This is an optimization exercise on Yosys and OpenROAD, whose aim is small area, a short achievable clock period and few clock cycles, not a production implementation. In this exercise RTL edits were held to simulation tests only and were not proved equivalent to the original. Power is estimated from default activity; no workload was simulated.

===== flow/run.sh =====
#!/bin/bash
# synth_recipe.tcl (not shown) runs the flow's synth.tcl, then flattens the netlist and writes it again
# the make line also repeats each setting of config.mk as NAME=value (left out here)
make -C /OpenROAD-flow-scripts/flow DESIGN_CONFIG=/design/flow/config.mk WORK_HOME=/design/flow/orfs CLKGATE_MAP_FILE= SYNTH_SCRIPT=/design/flow/synth_recipe.tcl finish

===== flow/config.mk =====
export PLATFORM = sky130hd
export DESIGN_NAME = vec_mem_responder
export DESIGN_NICKNAME = vec_mem_responder
export VERILOG_FILES = /design/flow/design.v
export SDC_FILE = /design/flow/constraint.sdc
export NUM_CORES = 4
export LEC_CHECK = 0
export CAP_MARGIN = 20
export CORE_MARGIN = 2
export CORE_UTILIZATION = 40
export SLEW_MARGIN = 20

===== flow/constraint.sdc =====
create_clock -name core_clock -period 6.0 [get_ports {clk}]
set_input_delay 1.2000 -clock core_clock [delete_from_list [all_inputs] [get_ports {clk}]]
set_output_delay 1.2000 -clock core_clock [all_outputs]
set_load 0.01 [all_outputs]

===== flow/design.v =====
package vmem_pkg;
  localparam int defaultRegisterSize = 8;
  localparam int defaultVectorSize   = 4;
  typedef enum logic [1:0] {
    IDLE,
    XFER,
    RESP
  } state_t;
  typedef logic [defaultRegisterSize-1:0] lane_t;
  typedef lane_t [defaultVectorSize-1:0]  vec_t;
endpackage
module vmem_bank #(
  parameter int depth = 256,
  parameter int width = 8
) (
  input  logic                     clk,
  input  logic                     we,
  input  logic [$clog2(depth)-1:0] addr,
  input  logic [width-1:0]         wdata,
  output logic [width-1:0]         rdata
);
  logic [width-1:0] mem [depth];
  always_ff @(posedge clk) begin
    if (we) mem[addr] <= wdata;
  end
  assign rdata = mem[addr];
endmodule
module vec_mem_responder #(
  parameter int registerSize = 8,
  parameter int vectorSize   = 4,
  parameter int addrWidth    = 16,
  parameter int memDepth     = 256
) (
  input  logic                                    clk,
  input  logic                                    rst,
  input  logic                                    req_valid,
  output logic                                    req_ready,
  input  logic                                    req_write,
  input  logic                                    req_vec,
  input  logic [addrWidth-1:0]                    req_addr,
  input  logic [vectorSize-1:0][registerSize-1:0] req_wdata,
  output logic                                    resp_valid,
  input  logic                                    resp_ready,
  output logic [vectorSize-1:0][registerSize-1:0] resp_rdata,
  output logic                                    resp_err
);
  localparam int idxWidth  = $clog2(memDepth);
  localparam int laneWidth = (vectorSize > 1) ? $clog2(vectorSize) : 1;
  vmem_pkg::state_t                                 state, state_next;
  logic [laneWidth-1:0]                   lane;
  logic [laneWidth-1:0]                   lane_last;
  logic                                   lane_done;
  logic                                   lat_write;
  logic                                   lat_vec;
  logic                                   lat_err;
  logic [idxWidth-1:0]                    lat_index;
  logic [vectorSize-1:0][registerSize-1:0] lat_wdata;
  logic                                   req_err;
  logic                                   bank_we;
  logic [idxWidth-1:0]                    bank_addr;
  logic [registerSize-1:0]                bank_rdata;
  logic [addrWidth:0] last_addr;
  assign last_addr = {1'b0, req_addr} + (req_vec ? (addrWidth+1)'(vectorSize - 1) : '0);
  assign req_err   = last_addr >= (addrWidth+1)'(memDepth);
  assign resp_err  = (state == vmem_pkg::RESP) && lat_err;
  assign req_ready  = (state == vmem_pkg::IDLE);
  assign resp_valid = (state == vmem_pkg::RESP);
  assign lane_last  = lat_vec ? laneWidth'(vectorSize - 1) : '0;
  assign lane_done  = lat_err || (lane == lane_last);
  assign bank_we    = (state == vmem_pkg::XFER) && lat_write && !lat_err;
  assign bank_addr  = lat_index + idxWidth'(lane);
  vmem_bank #(
    .depth (memDepth),
    .width (registerSize)
  ) u_bank (
    .clk   (clk),
    .we    (bank_we),
    .addr  (bank_addr),
    .wdata (lat_wdata[lane]),
    .rdata (bank_rdata)
  );
  always_ff @(posedge clk or posedge rst) begin
    if (rst) begin
      state      <= vmem_pkg::IDLE;
      lane       <= '0;
      lat_write  <= 1'b0;
      lat_vec    <= 1'b0;
      lat_err    <= 1'b0;
      lat_index  <= '0;
      lat_wdata  <= '0;
      resp_rdata <= '0;
    end else begin
      state <= state_next;
      if (state == vmem_pkg::IDLE && req_valid) begin
        lat_write  <= req_write;
        lat_vec    <= req_vec;
        lat_err    <= req_err;
        lat_index  <= req_addr[idxWidth-1:0];
        lat_wdata  <= req_wdata;
        lane       <= '0;
        resp_rdata <= '0;
      end else if (state == vmem_pkg::XFER) begin
        if (!lat_write && !lat_err) resp_rdata[lane] <= bank_rdata;
        lane <= lane_done ? '0 : lane + 1'b1;
      end
    end
  end
  always_comb begin
    state_next = state;
    unique case (state)
      vmem_pkg::IDLE: if (req_valid) state_next = vmem_pkg::XFER;
      vmem_pkg::XFER: if (lane_done) state_next = vmem_pkg::RESP;
      vmem_pkg::RESP: if (resp_ready) state_next = vmem_pkg::IDLE;
      default: state_next = vmem_pkg::IDLE;
    endcase
  end
endmodule

==> impl_metrics.json <==
{
  "fin_nets": 4616,
  "synthArstFlopShare_pct": 3.71,
  "critPathBufInv": 2,
  "maxSlewViolCount": 0,
  "switching_share_pct": 34.3,
  "dp_hpwl_um": 141000,
  "critPathCaptureType": "flip-flop",
  "ys_types": 81,
  "num_rows": 168,
  "max_slew_margin_pct": 23.5,
  "grt_use_total_pct": 21.2,
  "critPathMaxFanout": 26,
  "grt_overflow": 0,
  "antenna_cells": 0,
  "grt_max_degree": 185,
  "power_density_nw_per_um2": 496,
  "min_period_over_period_pct": 85.3,
  "startpoint_type": "flip-flop",
  "synth_edf_count": 2048,
  "leakagePower_nw": 30.7,
  "io_buffers": 88,
  "post-route-min-period_ns": 5.12,
  "h-tree-depth": 4,
  "syn-instance-count": 4225,
  "layout_commonest_cell": "edfxtp_1",
  "hp-class": "reg -> reg",
  "ys_seq_area_share_pct": 75.6,
  "post-cts-setup-buffers": 0,
  "utilization_pct": 46.0,
  "start_util_pct": 40.2,
  "hold_viol": 0,
  "via_per_inst": 5.75,
  "p_clk_share_pct": 26.9,
  "cp_top_family": "simple AND/OR/NAND/NOR gates",
  "clockBufferDepth": 3,
  "pwr-share-seq_pct": 39.6,
  "ctsResizeCount": 0,
  "synth_fp_nets": 4289,
  "die_h_um": 462,
  "area_growth_pct": 14.5,
  "arrival_ns": 5.90,
  "setup_viol": 0,
  "crit_chain": "ha_4, fa_4, buf_4, buf_4, mux4_2, nor2_1, nor2_1, o32ai_1, a211o_1, nor3_1, a32o_1",
  "dr_total_vias": 43364,
  "drc": 0,
  "combinationalPowerShare_pct": 33.5,
  "die_area_um2": 214000,
  "ys_ff_latch": 2127,
  "globalplace.congestion": 0.906,
  "drive_gt1_share_pct": 24.1,
  "p_int_mw": 31.4,
  "drt-total-wl_um": 228000,
  "tritoncts": "done",
  "final_antenna_net_count": 0,
  "required_ns": 6.79,
  "synth_ff_type": "edfxtp_1",
  "drtIter0Drc": 5598,
  "crit_path_max_incr_delay_ns": 1.08,
  "p_sw_mw": 16.4,
  "cap_violations": 0,
  "crit_slowest_cell": "fa_4",
  "ys_warn_count": 2,
  "antenna_found_initial": 3,
  "fmax_mhz": 195,
  "insertion_delay_ns": 0.86,
  "finalSetupTns_ns": 0,
  "numCtsBuffers": 211,
  "ctsHoldBuffers": 0,
  "clk_pin_slew_ns": 0.06,
  "first_pass_iters": 7,
  "tightestPinTransition_ns": 1.15,
  "skew_ns": 0.0338,
  "grt_pass1_wl_um": 324000,
  "wire_per_inst_um": 30.2,
  "irDropWorstVdd_mv": 0.427,
  "synth.cell_area_um2": 84000,
  "final_cell_mix": "edfxtp_1, mux4_2, nor2_1",
  "die_w_um": 462,
  "fill_cells": 17490,
  "grt_pass1_vias": 43069,
  "clock_sinks": 2127,
  "cts_root_buf": "clkbuf_16",
  "outcome": "complete, no violations",
  "coreArea_um2": 209000,
  "syn_avg_cell_area_um2": 19.9,
  "rsz0062_at_grt": "no",
  "crit_type": "reg -> reg",
  "ios": 89
}
## power by group through the flow
| stage | registers, mW | logic (mW) | clock network [mW] |
|---|---|---|---|
| finish | 18.9 | 16.0 | 12.9 |
| floorplan | 19.3 | 9.69 | 0 |
| detailed placement | 19.2 | 16.0 | 0 |
| global placement | 19.2 | 15.8 | 0 |
| global route | 18.9 | 16.7 | 13.6 |
| CTS | 18.9 | 16.0 | 13.0 |
## through the flow
step                      power [mW]  setup slack (ns)  area, um^2  hold WS (ns)  instances
final                           47.7             0.884       96200         0.482       7539
after global routing            49.2             0.728       96200         0.518       7539
after CTS                       47.9             0.846       96200         0.491       7538
after detailed placement        35.2             0.903       89400         0.478       7143
after global placement          35.0             0.981       89400         0.472       7143
after floorplan                 29.0              2.13       84000         0.475       4225
## worst reg2reg max path, stage by stage (launching register included)
cell and delay, ns:
dfrtp_1 0.41, ha_4 0.20, fa_4 1.08, buf_4 0.32, buf_4 0.39, mux4_2 0.34
nor2_1 0.05, nor2_1 0.62, o32ai_1 0.31, a211o_1 0.35, nor3_1 0.70, a32o_1 0.28
## worst paths after layout
check | startpoint | endpoint | slack, ns | cells past startpoint
worst max-delay path | lane[0] | resp_rdata[2] | 0.88 | 11
worst min-delay path | resp_rdata[3] | resp_rdata[3] | 0.48 | 2
worst max register to register | lane[0] | resp_rdata[2] | 0.88 | 11
worst min register to register | resp_rdata[3] | resp_rdata[3] | 0.48 | 2
max in group asynchronous | rst | lat_wdata[7] | 4.63 | 3
min in group asynchronous | rst | lat_wdata[20] | 0.87 | 3
## layer usage
| layer | vias to the layer above | routed length [um] | track usage, % |
|---|---|---|---|
| met5 | - | 20 | 0 |
| met1 | 23172 | 94300 | 29.5 |
| met3 | 335 | 20200 | 5.18 |
| met4 | 2 | 6740 | 6.45 |
| met2 | 1953 | 106000 | 33.2 |
| li1 | 17902 | - | - |
## cells by family (layout without fill, tap and decap cells)
| group | after synthesis | count (layout) | synth area share (%) |
|---|---|---|---|
| AO/OA/AOI/OAI | 304 | 304 | 2.57 |
| XOR/XNOR | 7 | 7 | 0.0819 |
| adder cells (fa/ha/maj) | 10 | 10 | 0.167 |
| buffers and inverters | 269 | 778 | 1.97 |
| flip-flops | 2127 | 2127 | 75.6 |
| multiplexers | 699 | 699 | 15.5 |
| AND/OR/NAND/NOR | 809 | 809 | 4.15 |
## area by class of cell
cell class,instances,area [um^2],share of cell area [%]
clock inverter,121,1090,1.13
tap,2805,3510,3.65
multi-input combinational,1829,19100,19.8
sequential,2127,63500,66.0
timing repair buffer,371,3370,3.50
clock buffer,274,5620,5.85
inverter,12,47.5,0.0494
## cell usage after synthesis, types with 29 or more instances
library cell  number  area [um^2]
a22oi_1           51          383
mux4_2           476        10700
buf_2             47          235
a21oi_1           83          415
o21ai_0           32          160
dfrtp_1           79         1980
nand3_1           80          400
nand2_1          289         1080
nor2_1           307         1150
buf_4             48          360
mux2_2            41          462
mux2i_1          182         1820
edfxtp_1        2048        61500
nor3_1            29          145
clkbuf_1          86          323
buf_6             45          507
## sequential cells by signal, indices dropped and copies added, names as in the netlist
| register | flops |
|---|---|
| lat_vec | 1 |
| lat_index | 8 |
| lat_wdata | 32 |
| lane | 2 |
| lat_err | 1 |
| u_bank.mem | 2048 |
| state | 2 |
| lat_write | 1 |
| resp_rdata | 32 |
Testbench counts, summed over its fixed seeds: cycles 37,365.

==> port drivers added, routing unchanged <==
How much do the figures lean on ideal ports? The routed layout below was timed once more, with nothing changed but the port constraints. Step 1, drivers: a clkbuf_16 drives clk and a buf_2 each remaining input, both assumed. Step 2 also shifts input and output timing later by t, the mid clock arrival at the registers, as if the neighbouring blocks saw the same clock. Three values: ideal, step 1, step 2; two values: the first two.
t (ns): 0.930
setup WS [ns]: 0.884 / 0.884 / 0.884
latest minus earliest clock arrival (ns): 0.035 / 0.036
cell pins on the clock port's net: 1
After both steps this run still meets setup and hold. For this run, drivers alone change the setup slack by 0.000 ns; drivers and shift together by 0.000 ns.
